From an optimization exercise on the open Yosys and OpenROAD flow, aimed at small area; shortcuts taken in it are not production practice. In this exercise RTL edits were held to simulation tests only and were not proved equivalent to the original.

## flow/design.v (module list and top-level ports; edited modules follow where they fit)
// module sg_fa: 11 lines
// module sg_ha: 10 lines
// module sg_xnor: 8 lines
// module sg_or: 8 lines
// module sg_maj: 9 lines
// module dac_ctrl_sync: 7 lines
// module pulse_timer: 401 lines
// module sg_sine_rom: 736 lines
// module sgc_a2111oi: 1 lines
// module sgc_a211oi: 1 lines
// module sgc_a21oi: 1 lines
// module sgc_a221oi: 1 lines
// module sgc_a22oi: 1 lines
// module sgc_a31oi: 1 lines
// module sgc_a32oi: 1 lines
// module sgc_and3: 1 lines
// module sgc_inv: 1 lines
// module sgc_nand2: 1 lines
// module sgc_nand3: 1 lines
// module sgc_nand4: 1 lines
// module sgc_nor2: 1 lines
// module sgc_nor3: 1 lines
// module sgc_nor4: 1 lines
// module sgc_o211ai: 1 lines
// module sgc_o21ai: 1 lines
// module sgc_o221ai: 1 lines
// module sgc_o22ai: 1 lines
// module sgc_o2bb2ai: 1 lines
// module sgc_o311ai: 1 lines
// module sgc_o31ai: 1 lines
// module sgc_o32ai: 1 lines
// module sgc_or2: 1 lines
// module sgc_or3: 1 lines
// module sgc_xnor2: 1 lines
// module sgc_xor2: 1 lines
// module sg_dds_mul: 1304 lines
// module sg_tri_mul: 1637 lines
// module sg_acc32: 200 lines
// module signal_gen_top: 118 lines
module signal_gen_top
(
  input  logic          clk_user_bufg,
  input  logic          rst_glb,
  input  logic          dds_reset,
  input  logic [111:0]  dds_cfg,       
  input  logic [63:0]   vc_cfg,        
  input  logic [29:0]   fsc_req,       
  output logic [31:0]   iq,            
  output logic [29:0]   fsc,           
  output logic [15:0]   vc_triangle,
  output logic [15:0]   vc_dac_data
);
  // ...
==> flow/flow/run.sh <==
#!/bin/bash
# Layout: the standard ORFS flow (standard.sh, which also runs the
# standard synthesis unchanged), with one change: buffer_ports, which puts a
# buffer on every input and output port, uses the platform's smallest buffer
# (sky130_fd_sc_hd__buf_1) instead of its default pick. repair_design still
# sizes or buffers those nets where slew or capacitance needs it.
# make's full output goes to flow_make.log in this folder; each ORFS step
# keeps its own log under orfs/logs/.
set -euo pipefail
cd "$(dirname "$0")/.."
bash standard.sh "BUFFER_PORTS_ARGS=-buffer_cell sky130_fd_sc_hd__buf_1" finish > flow_make.log 2>&1
==> flow/standard.sh <==
#!/bin/bash
# synth_recipe.tcl (not shown) runs the flow's synth.tcl, then flattens the netlist and writes it again
# the make line also repeats each setting of config.mk as NAME=value (left out here)
make -C /OpenROAD-flow-scripts/flow DESIGN_CONFIG=/design/flow/config.mk WORK_HOME=/design/flow/orfs CLKGATE_MAP_FILE= SYNTH_SCRIPT=/design/flow/synth_recipe.tcl "${@:-finish}"
==> flow/config.mk <==
export PLATFORM = sky130hd
export DESIGN_NAME = signal_gen_top
export DESIGN_NICKNAME = signal_gen_top
export VERILOG_FILES = /design/flow/design.v
export SDC_FILE = /design/flow/constraint.sdc
export NUM_CORES = 4
export LEC_CHECK = 0
export CAP_MARGIN = 20
export CORE_MARGIN = 2
export CORE_UTILIZATION = 60
export CTS_BUF_LIST = sky130_fd_sc_hd__clkbuf_4
export SLEW_MARGIN = 20
export SYNTH_HIERARCHICAL = 1
export SYNTH_MINIMUM_KEEP_SIZE = 0
==> flow/constraint.sdc <==
create_clock -name core_clock -period 12.0 [get_ports {clk_user_bufg}]
set_input_delay 2.4000 -clock core_clock [delete_from_list [all_inputs] [get_ports {clk_user_bufg}]]
set_output_delay 2.4000 -clock core_clock [all_outputs]
set_load 0.01 [all_outputs]
==> impl_metrics.py, run 1 <==
metrics = {
    "sta": {
        "fin_skew_ns": 0.05546,
        "holdWs_ns": 0.3583,
        "slew_viol_final": 0,
        "max_freq_mhz": 96.40,
    },
    "final_layout": {
        "largest_class": "multi-input combinational cells",
        "multi_input_area_share": 0.7380,
        "fin_util": 0.6453,
        "clock_area_frac": 0.02174,
    },
    "floorplan": {
        "die_x_um": 231.3,
        "core_area_mm2": 0.05120,
        "num_rows": 83,
    },
    "clocking": {
        "ctsHoldBuffers": 0,
        "htreeDepth": 2,
        "ctsResizeCount": 0,
        "clock_path_buffers": 3,
        "tritoncts": "yes",
    },
    "drt": {
        "wl_um": 81960,
        "route.vias.total": 22750,
        "vias_per_cell": 5.796,
    },
    "yosys": {
        "synth_seq_area_share": 0.1530,
        "synth_most_common_cell": "nand2_1",
        "synth.area.top_cells": "fa_1, nand2_1, dfrtp_1, dfxtp_1, maj3_2",
        "synth_top_family_by_area": "adder cells",
    },
    "outcome": {
        "status": "complete, no violations",
    },
    "critical_path": {
        "endpoint": "iq[31]",
        "crit_start": "s1_idx[0]",
    },
    "place": {
        "placed_area_mm2": 0.03228,
        "dp.cells": 3811,
    },
    "worst_hold_path": {
        "min_to": "rsync",
    },
}
==> inputs of run 2 (changes only) <==
==> flow/run.sh (new file) <==
#!/bin/bash
# synth_recipe.tcl (not shown) runs the flow's synth.tcl, then flattens the netlist and writes it again
# the make line also repeats each setting of config.mk as NAME=value (left out here)
make -C /OpenROAD-flow-scripts/flow DESIGN_CONFIG=/design/flow/config.mk WORK_HOME=/design/flow/orfs CLKGATE_MAP_FILE= SYNTH_SCRIPT=/design/flow/synth_recipe.tcl finish
--- a/flow/config.mk
+++ b/flow/config.mk
@@ -7,3 +7,3 @@
 export LEC_CHECK = 0
-export CAP_MARGIN = 20
+export CAP_MARGIN = 0
 export CORE_MARGIN = 2
@@ -11,3 +11,3 @@
 export CTS_BUF_LIST = sky130_fd_sc_hd__clkbuf_4
-export SLEW_MARGIN = 20
+export SLEW_MARGIN = 0
 export SYNTH_HIERARCHICAL = 1
removed: flow/flow/run.sh
removed: flow/standard.sh
==> impl_metrics.py, run 2 <==
metrics = {
    "sta": {
        "hold_viol": 0,
        "rsz0062_at_grt": "no",
        "setup_viol": 0,
        "slew_viol_final": 0,
        "max_freq_mhz": 94.94,
        "fin_skew_ns": 0.05457,
        "finalCriticalPeriod_ns": 10.53,
        "tightestPinTransition_ns": 1.204,
        "slew_headroom": 0.1963,
        "setup_ws_ns": 1.466,
        "period_share": 0.8778,
        "tns_ns": 0,
    },
    "clocking": {
        "clkTransAtPathRegs_ns": 0.08,
        "clock_path_buffers": 3,
        "ctsHoldBuffers": 0,
        "tritoncts": "yes",
        "cts_setup_buffers": 0,
        "clock-root-buffer": "clkbuf_4",
        "ctsResizeCount": 0,
        "cts_buffers": 54,
        "clock_latency_ns": 0.79,
        "cts_num_sinks": 203,
        "htreeDepth": 2,
    },
    "yosys": {
        "syn_inst": 3014,
        "synth_seq_cells": 203,
        "synth_area_per_cell_um2": 10.29,
        "synth_flop_cell": "dfrtp_1",
        "synth-edff-count": 0,
        "synth_seq_area_share": 0.1530,
        "synth.area.top_cells": "fa_1, nand2_1, dfrtp_1, dfxtp_1, maj3_2",
        "async_reset_ff_frac": 0.6305,
        "synth_top_area_frac": 0.4429,
        "yosysWarnings": 7,
        "synth_most_common_cell": "nand2_1",
        "synth_area_mm2": 0.03101,
        "ys_types": 70,
        "post-synth-top-area-cell": "fa_1",
        "synth_commonest_cells": "nand2_1, fa_1, inv_1, clkbuf_1, maj3_2",
        "synth_nets": 3953,
    },
    "place": {
        "place.detailed.hpwl_um": 66440,
        "portBuffers": 302,
        "place_ws_ns": 0.7875,
        "gp_congestion": 0.9885,
        "dp.cells": 3818,
        "placed_area_mm2": 0.03425,
    },
    "outcome": {
        "status": "complete, no violations",
    },
    "global_routing": {
        "overflow": 0,
        "grt_pass1_vias": 26050,
        "antenna_found_initial": 10,
        "grt_use_total": 0.3300,
        "grt_max_degree": 75,
        "grt_first_pass_wirelength_um": 137200,
    },
    "critical_path": {
        "required_ns": 12.62,
        "crit_path_max_fanout": 12,
        "cp_common_cell": "fa_1",
        "startpoint_type": "register",
        "crit_start": "s1_idx[0]",
        "cp_slowest_stage_delay_ns": 0.61,
        "worstPathArrival_ns": 11.16,
        "critPathSlowestCell": "nor2_1",
        "end_kind": "register",
        "rr_startpoint": "s1_idx[0]",
        "crit_type": "register to register",
    },
    "drt": {
        "drt.antenna.violating_nets": 0,
        "first_pass_iters": 6,
        "top_layer_used": "met5",
        "drt-initial-drc-count": 1739,
        "dr_wl_met3_um": 6791,
        "drt-met1-wl_um": 31120,
        "wl_met2_um": 42880,
        "vias_per_cell": 5.844,
        "detail_route.wl_per_cell_um": 21.59,
        "route.vias.total": 22950,
        "drcViolationCount": 0,
        "wl_um": 84790,
    },
    "final_layout": {
        "final_common_cell": "nand2_1",
        "nFillCells": 3924,
        "nNetsFinal": 4133,
        "final_area_mm2": 0.03495,
        "final_cells": 3927,
        "final_cell_mix": "nand2_1, fa_1, clkdlybuf4s50_1",
        "area_delta_synth_final_pct": 12.73,
        "layout-drive-gt1-share": 0.1547,
    },
    "floorplan": {
        "die_h_um": 231.3,
        "dieArea_mm2": 0.05352,
        "core_area_mm2": 0.05120,
        "initial_utilization": 0.6057,
        "die_x_um": 231.3,
        "num_rows": 83,
        "io-pin-count": 303,
    },
    "worst_hold_path": {
        "hold_class": "register to register",
        "hold_start": "gate",
    },
    "job": {
        "drv_cap": 0,
    },
}
run 2: worst paths after layout:
check	depth (start not counted)	endpoint	slack, ns
worst min-delay path	0	s1_gate	0.35
max in group asynchronous	3	vc_triangle[11]	8.69
worst max-delay path	28	iq[31]	1.47
min in group asynchronous	2	vc_dac_data[3]	2.12
worst min register to register	0	s1_gate	0.35
worst max register to register	28	iq[31]	1.47
run 2: cell type report:
type	instances	area, µm²	area share
diodes	8	20.02	0.0005727
clock buffers	75	563.0	0.01611
clock inverters	26	126.4	0.003615
inverters	153	579.3	0.01657
multi-input cells	2393	24390	0.6979
flip-flops and latches	203	4746	0.1358
well taps	680	850.8	0.02434
repair buffers	389	3676	0.1052
run 2: metal layers:
metal / vias up / global-route usage
li1: 9783 / -
met1: 11750 / 0.4016
met2: 1140 / 0.5628
met3: 270 / 0.07111
met4: 8 / 0.1540
met5: - / 0
run 2: kinds of logic (layout without fill, tap and decap cells):
logic type / Yosys count / count (layout) / share of synthesized area
buf+inv: 418 / 643 / 0.06585
simple gates: 1174 / 1174 / 0.1698
flops: 203 / 203 / 0.1530
other cells: 0 / 8 / 0
compound gates: 181 / 181 / 0.05310
xor+xnor: 177 / 177 / 0.04999
mux: 1 / 1 / 0.0004437
fa+ha+maj: 860 / 860 / 0.5078
run 2: critical path, delay by kind of cell (launching register included):
family | cells | cell delay [ns]
AND/OR/NAND/NOR | 9 | 2.44
buffers and inverters | 1 | 0.13
XOR/XNOR | 2 | 0.70
flip-flops | 1 | 0.52
adder cells (fa/ha/maj) | 13 | 5.85
AO/OA/AOI/OAI | 3 | 0.73
run 2: per-module statistics from Yosys, one instance, submodules excluded, excerpt:
module	flops+latches	cells inside
pulse_timer	0	118
sg_acc32	0	70
sg_fa	0	1
sgc_a221oi	0	1
sgc_nor4	0	1
sgc_xor2	0	1
sgc_a21oi	0	1
sgc_or2	0	1
sgc_and3	0	1
sg_or	0	1
sgc_a31oi	0	1
sgc_nand3	0	1
run 2: metrics by stage:
step | hold WS, ns | utilization
CTS | 0.3520 | 0.6823
finish | 0.3548 | 0.6827
floorplan | 0.3096 | -
global placement | 0.3458 | 0.6689
global route | 0.3597 | 0.6826
detailed placement | 0.3449 | 0.6689
==> inputs of run 3 (changes only) <==
==> flow/flow/run.sh (new file) <==
#!/bin/bash
set -euo pipefail
cd "$(dirname "$0")/.."
bash standard.sh "BUFFER_PORTS_ARGS=-buffer_cell sky130_fd_sc_hd__buf_1" \
  "CTS_ARGS=-sink_clustering_enable -repair_clock_nets -dont_use_dummy_load -buf_list sky130_fd_sc_hd__clkbuf_4 -sink_clustering_size 30" \
  finish > flow_make.log 2>&1
==> flow/standard.sh (new file) <==
#!/bin/bash
# synth_recipe.tcl (not shown) runs the flow's synth.tcl, then flattens the netlist and writes it again
# the make line also repeats each setting of config.mk as NAME=value (left out here)
make -C /OpenROAD-flow-scripts/flow DESIGN_CONFIG=/design/flow/config.mk WORK_HOME=/design/flow/orfs CLKGATE_MAP_FILE= SYNTH_SCRIPT=/design/flow/synth_recipe.tcl "${@:-finish}"
--- a/flow/config.mk
+++ b/flow/config.mk
@@ -7,3 +7,3 @@
 export LEC_CHECK = 0
-export CAP_MARGIN = 0
+export CAP_MARGIN = 20
 export CORE_MARGIN = 2
@@ -11,3 +11,3 @@
 export CTS_BUF_LIST = sky130_fd_sc_hd__clkbuf_4
-export SLEW_MARGIN = 0
+export SLEW_MARGIN = 20
 export SYNTH_HIERARCHICAL = 1
removed: flow/run.sh
==> impl_metrics.py, run 3 <==
metrics = {
    "global_routing": {
        "grt_use_total": 0.3169,
        "antenna_found_initial": 9,
        "grt_pass1_vias": 25340,
        "grt_max_degree": 88,
        "overflow": 0,
        "grt_first_pass_wirelength_um": 131700,
    },
    "worst_hold_path": {
        "hold_class": "register to register",
    },
    "yosys": {
        "synth_nets": 3953,
        "syn_inst": 3014,
        "synth_top_area_frac": 0.4429,
        "async_reset_ff_frac": 0.6305,
        "post-synth-top-area-cell": "fa_1",
        "synth_area_mm2": 0.03101,
        "synth_seq_cells": 203,
        "yosysWarnings": 7,
        "synth_area_per_cell_um2": 10.29,
        "synth.area.top_cells": "fa_1, nand2_1, dfrtp_1, dfxtp_1, maj3_2",
        "synth_most_common_cell": "nand2_1",
        "synth_flop_cell": "dfrtp_1",
        "ys_types": 70,
        "synth_commonest_cells": "nand2_1, fa_1, inv_1, clkbuf_1, maj3_2",
        "synth-edff-count": 0,
        "synth_seq_area_share": 0.1530,
    },
    "critical_path": {
        "cpLargestDelayFamily": "adder cells",
        "crit_cells": 30,
        "rr_startpoint": "s1_idx[0]",
        "cp_slowest_stage_delay_ns": 0.64,
        "r2r_setup_slack_ns": 1.62,
        "worstRegToRegCells": 30,
        "worst-path-buf-inv": 2,
        "required_ns": 12.58,
        "worstPathArrival_ns": 10.96,
        "critPathSlowestCell": "xor2_1",
        "endpoint": "iq[31]",
        "crit_path_max_fanout": 12,
        "crit_type": "register to register",
        "startpoint_type": "register",
        "crit_start": "s1_idx[0]",
        "end_kind": "register",
        "cp_common_cell": "fa_1",
        "r2r-end": "iq[31]",
    },
    "outcome": {
        "status": "complete, no violations",
    },
    "drt": {
        "top_layer_used": "met5",
        "first_pass_iters": 6,
        "drt.antenna.violating_nets": 0,
        "drt-met1-wl_um": 30630,
        "detail_route.wl_per_cell_um": 21.05,
        "wl_um": 81570,
        "drt-initial-drc-count": 1686,
        "wl_met2_um": 41720,
        "dr_wl_met3_um": 5922,
        "drcViolationCount": 0,
        "route.vias.total": 22610,
        "vias_per_cell": 5.835,
    },
    "floorplan": {
        "num_rows": 83,
        "initial_utilization": 0.6057,
        "core_area_mm2": 0.05120,
        "die_h_um": 231.3,
        "die_x_um": 231.3,
        "io-pin-count": 303,
        "dieArea_mm2": 0.05352,
    },
    "sta": {
        "tightestPinTransition_ns": 1.057,
        "setup_viol": 0,
        "hold_viol": 0,
        "max_freq_mhz": 96.35,
        "slew_headroom": 0.2946,
        "fin_skew_ns": 0.06942,
        "rsz0062_at_grt": "no",
        "finalCriticalPeriod_ns": 10.38,
        "slew_viol_final": 0,
        "setup_ws_ns": 1.621,
        "tns_ns": 0,
        "period_share": 0.8649,
    },
    "clocking": {
        "clkTransAtPathRegs_ns": 0.06,
        "cts_buffers": 58,
        "htreeDepth": 2,
        "clock-root-buffer": "clkbuf_4",
        "cts_num_sinks": 203,
        "tritoncts": "yes",
        "clock_path_buffers": 3,
        "cts_setup_buffers": 0,
        "ctsHoldBuffers": 0,
        "clock_latency_ns": 0.76,
        "ctsResizeCount": 0,
    },
    "final_layout": {
        "layout-drive-gt1-share": 0.1455,
        "final_common_cell": "nand2_1",
        "nFillCells": 4172,
        "regArea_mm2": 0.004745,
        "nNetsFinal": 4130,
        "final_cell_mix": "nand2_1, fa_1, buf_1",
        "area_delta_synth_final_pct": 5.625,
        "multiInputGateArea_mm2": 0.02438,
    },
    "place": {
        "gp_congestion": 0.9996,
        "portBuffers": 302,
        "place_ws_ns": 1.081,
        "place.detailed.hpwl_um": 64010,
    },
    "job": {
        "drv_cap": 0,
    },
}
run 3: cell counts after synthesis:
No cell type changed its count.
run 3: per-layer routing:
layer  up-vias  global-route usage
met5         -                   0
met4         6              0.1288
met3       249             0.06016
met2      1005              0.5443
met1     11630              0.3959
li1       9723                   -
run 3: worst reg2reg max path: cells and delay by family (launching register included):
family                     cells  cell delay (ns)
and+or+nand+nor               10             2.03
buffers and inverters          2             0.58
DFF                            1             0.46
AOI/OAI and AO/OA              3             0.81
xor gates and xnor gates       3             1.10
adders and majority gates     12             5.27
run 3: worst min-delay path by stage:
stage,from,end,slack (ns),cells after the start
6_report,rst_dds_d1,rsync,0.36,0
5_1_grt,rst_dds_d1,rsync,0.37,0
4_1_cts,rst_dds_d1,rsync,0.36,0
3_5_place_dp,gate,s1_gate,0.31,0
3_3_place_gp,gate,s1_gate,0.31,0
2_1_floorplan,gate,s1_gate,0.31,0
run 3: metrics by stage:
step | utilization | hold WS, ns | cells | cell area (µm²)
after floorplan | - | 0.3096 | 3014 | 31010
after global placement | 0.6306 | 0.3126 | 3811 | 32280
after detailed placement | 0.6306 | 0.3150 | 3811 | 32280
after CTS | 0.6391 | 0.3579 | 3869 | 32720
after global routing | 0.6397 | 0.3669 | 3874 | 32750
final | 0.6397 | 0.3601 | 3875 | 32750
run 3: cell type report:
class,count,share of cell area
multi-input cells,2393,0.7444
flip-flops and latches,203,0.1449
repair buffers,382,0.05333
well taps,680,0.02598
inverters,153,0.01769
clock buffers,58,0.01329
diodes,6,0.0004584
run 3: Yosys stat by module, one instance, submodules excluded, excerpt:
module      area, µm²  cells  flops+latches  copies in the design
sgc_o32ai       16.27      1              0                     1
sg_dds_mul       1455    323              0                     2
sgc_o311ai      8.758      1              0                     3
sg_ha           12.51      1              0                     4
sgc_o31ai       12.51      1              0                     4
sgc_xnor2       8.758      1              0                     6
sgc_a22oi       12.51      1              0                     4
sgc_nor3        10.01      1              0                    12
sgc_inv         3.754      1              0                    58
sg_xnor         8.758      1              0                    51
sgc_nor2        3.754      1              0                    93
sgc_o211ai      12.51      1              0                     8
run 3: logic make-up after synthesis:
kind of cell | synth area share
xor+xnor | 0.04999
mux | 0.0004437
flops | 0.1530
compound gates | 0.05310
fa+ha+maj | 0.5078
buf+inv | 0.06585
simple gates | 0.1698
==> inputs of run 4 (changes only) <==
==> flow/flow/run.sh (replaced) <==
#!/bin/bash
# Layout: the standard ORFS flow (standard.sh, which runs the standard
# synthesis unchanged), with two settings of its own:
#  - the port buffers that buffer_ports puts on every input and output are
#    the platform's smallest buffer (buf_1) instead of its default pick;
#  - after global routing, repair_timing -recover_power downsizes gates on
#    paths with positive slack (ORFS's RECOVER_POWER step).
# make's full output goes to flow_make.log here; each ORFS step keeps its own
# log under orfs/logs/.
set -euo pipefail
cd "$(dirname "$0")/.."
bash standard.sh \
  "BUFFER_PORTS_ARGS=-buffer_cell sky130_fd_sc_hd__buf_1" \
  "RECOVER_POWER=100" \
  finish > flow_make.log 2>&1
==> impl_metrics.py, run 4 <==
metrics = {
    "outcome": {
        "status": "complete, but fails checks",
        "checkFailReasons": "max-capacitance violations, max-slew violations",
    },
    "yosys": {
        "synth_commonest_cells": "nand2_1, fa_1, inv_1, clkbuf_1, maj3_2",
        "post-synth-top-area-cell": "fa_1",
        "synth_area_mm2": 0.03101,
        "synth.area.top_cells": "fa_1, nand2_1, dfrtp_1, dfxtp_1, maj3_2",
        "synth_compound_area_frac": 0.05310,
        "synth_mux_area_frac": 0.0004439,
        "synth_flop_cell": "dfrtp_1",
        "ys_types": 70,
        "yosys.area_share.simple": 0.1698,
        "synth_nets": 3953,
        "synth_most_common_cell": "nand2_1",
        "synth_area_per_cell_um2": 10.29,
        "synth_top_family_by_area": "adder cells",
        "syn_inst": 3014,
        "synth-edff-count": 0,
        "synthAdderAreaFrac": 0.5078,
        "synth_xor_area_frac": 0.04999,
        "yosysWarnings": 7,
        "async_reset_ff_frac": 0.6305,
        "synth_top_area_frac": 0.4429,
        "synth_seq_area_share": 0.1530,
        "synth_seq_cells": 203,
    },
    "clocking": {
        "ctsHoldBuffers": 0,
        "tritoncts": "yes",
        "htreeDepth": 2,
        "ctsResizeCount": 0,
        "clock-root-buffer": "clkbuf_4",
        "clkTransAtPathRegs_ns": 0.07,
        "clock_latency_ns": 0.80,
        "cts_num_sinks": 203,
        "cts_setup_buffers": 0,
        "cts_buffers": 58,
        "clock_path_buffers": 3,
    },
    "floorplan": {
        "initial_utilization": 0.6057,
        "core_area_mm2": 0.05120,
        "dieArea_mm2": 0.05352,
        "num_rows": 83,
        "io-pin-count": 303,
        "die_h_um": 231.3,
        "die_x_um": 231.3,
    },
    "sta": {
        "finalCriticalPeriod_ns": 11.13,
        "max_freq_mhz": 89.82,
        "slew_viol_final": 231,
        "hold_viol": 0,
        "slew_headroom": -1.721,
        "rsz0062_at_grt": "no",
        "tns_ns": 0,
        "holdWs_ns": 0.3605,
        "setup_viol": 0,
        "fin_skew_ns": 0.05729,
        "tightestPinTransition_ns": 4.059,
        "period_share": 0.9278,
    },
    "final_layout": {
        "area_delta_synth_final_pct": 5.617,
        "fin_util": 0.6397,
        "final_cells": 3925,
        "nNetsFinal": 4130,
        "layout-drive-gt1-share": 0.1257,
        "final_cell_mix": "nand2_1, fa_1, buf_1",
        "nFillCells": 4235,
        "final_common_cell": "nand2_1",
    },
    "drt": {
        "first_pass_iters": 5,
        "route.vias.total": 22790,
        "detail_route.wl_per_cell_um": 20.88,
        "drcViolationCount": 0,
        "vias_per_cell": 5.806,
        "wl_um": 81960,
        "drt.antenna.violating_nets": 0,
        "drt-initial-drc-count": 1651,
    },
    "critical_path": {
        "end_kind": "register",
        "critPathSlowestCell": "xor2_1",
        "cp_slowest_stage_delay_ns": 1.01,
        "crit_type": "register to register",
        "required_ns": 12.63,
        "startpoint_type": "register",
        "crit_path_max_fanout": 14,
        "worstPathArrival_ns": 11.77,
        "worst-path-buf-inv": 3,
        "cp_common_cell": "maj3_1",
        "cpLargestDelayFamily": "adder cells",
    },
    "job": {
        "drv_cap": 5,
    },
    "global_routing": {
        "overflow": 0,
        "grt_util_met1": 0.3969,
        "grtUsageMet2": 0.5465,
        "grt_max_degree": 88,
        "grt_pass1_vias": 25390,
        "grt_first_pass_wirelength_um": 132200,
        "grt_use_total": 0.3180,
        "grt_busiest_layer": "met2",
        "antenna_found_initial": 9,
        "grt_use_met3": 0.05942,
    },
    "place": {
        "dp.cells": 3811,
        "portBuffers": 302,
        "gp_congestion": 0.9996,
        "place.detailed.hpwl_um": 64010,
    },
    "worst_hold_path": {
        "hold_class": "register to register",
    },
}
==> run 4: cell counts after synthesis <==
Identical to the previous run, type by type.
==> run 4: final timing paths <==
| check | start | to | slack (ns) | cells after the start |
|---|---|---|---|---|
| setup / recovery | s1_idx[2] | iq[31] | 0.87 | 28 |
| hold / removal | gate | s1_gate | 0.36 | 0 |
| hold reg to reg | gate | s1_gate | 0.36 | 0 |
| setup reg to reg | s1_idx[2] | iq[31] | 0.87 | 28 |
| max in group asynchronous | rst_glb | vphase[18] | 5.84 | 3 |
| min in group asynchronous | rst_glb | vc_dac_data[8] | 2.81 | 2 |
==> run 4: area by class of cell <==
class                      count  area [µm²]  area share
antenna                        6       15.01   0.0004585
clock inverter                32       147.6    0.004508
tap                          680       850.8     0.02598
sequential                   203        4745      0.1449
timing repair buffer         382        1728     0.05276
inverter                     153       575.6     0.01757
multi-input combinational   2393       24120      0.7364
clock buffer                  76       570.5     0.01742
==> run 4: metrics by stage <==
stage                     setup slack [ns]  area (µm²)
after global placement               1.256       32280
final                               0.8665       32750
after CTS                            1.682       33000
after floorplan                      1.150       31010
after global routing                0.5887       32750
after detailed placement             1.081       32280
==> run 4: layer usage <==
layer | vias up | part of all wire
met5 | - | 0.00056
li1 | 9769 | -
met1 | 11740 | 0.38
met4 | 6 | 0.042
met2 | 1027 | 0.51
met3 | 246 | 0.073
==> run 4: per-module statistics from Yosys (local to each module, per instance), a selection <==
module	flip-flops and latches	cells inside	cell area, µm²	times used
sg_fa	0	1	20.02	686
sgc_nand3	0	1	5.005	20
sgc_o32ai	0	1	16.27	1
pulse_timer	0	118	792.0	1
sgc_and3	0	1	6.256	1
sgc_a22oi	0	1	12.51	4
==> run 4: cell families (layout without fill, tap and decap cells) <==
family          after synthesis  in the layout
mux                           1              1
compound gates              181            181
simple gates               1174           1174
xor+xnor                    177            177
other cells                   0              6
flops                       203            203
buf+inv                     418            643
fa+ha+maj                   860            860

==> re-timing with driven ports <==
The results above use ideal ports. As a check the final layouts listed here were re-extracted and re-timed, cells and wires unchanged. Step 1 (the two cells are an assumption about what drives the block):
set clk [get_ports {clk_user_bufg}]
set_driving_cell -lib_cell sky130_fd_sc_hd__clkbuf_16 $clk
set_driving_cell -lib_cell sky130_fd_sc_hd__buf_2 [delete_from_list [all_inputs] $clk]
Step 2 adds t to the input delays and takes it off the output delays; t is the mean of the earliest and latest rising clock arrival at the registers after step 1. Input paths then give back, and output paths get back, about the clock's delay inside the block. Slacks: ideal ports / drivers / drivers and shift; pairs: ideal ports / drivers.
| run | t, ns | setup slack, ns | worst setup path at the end | clock arrival spread, ns | pins driven straight from the clock port |
|---|---|---|---|---|---|
| run 1 | 0.834 | 1.627 / 1.627 / 1.142 | input to register | 0.071 / 0.071 | 1 |
| run 2 | 0.824 | 1.466 / 1.466 / 0.686 | input to register | 0.071 / 0.071 | 1 |
| run 3 | 0.792 | 1.621 / 1.621 / 1.166 | input to register | 0.083 / 0.083 | 1 |
| run 4 | 0.837 | 0.867 / 0.867 / 0.867 | register to register | 0.073 / 0.072 | 1 |
For run 2, which loses most, drivers alone change the setup slack by 0.000 ns; drivers and shift together by -0.780 ns.
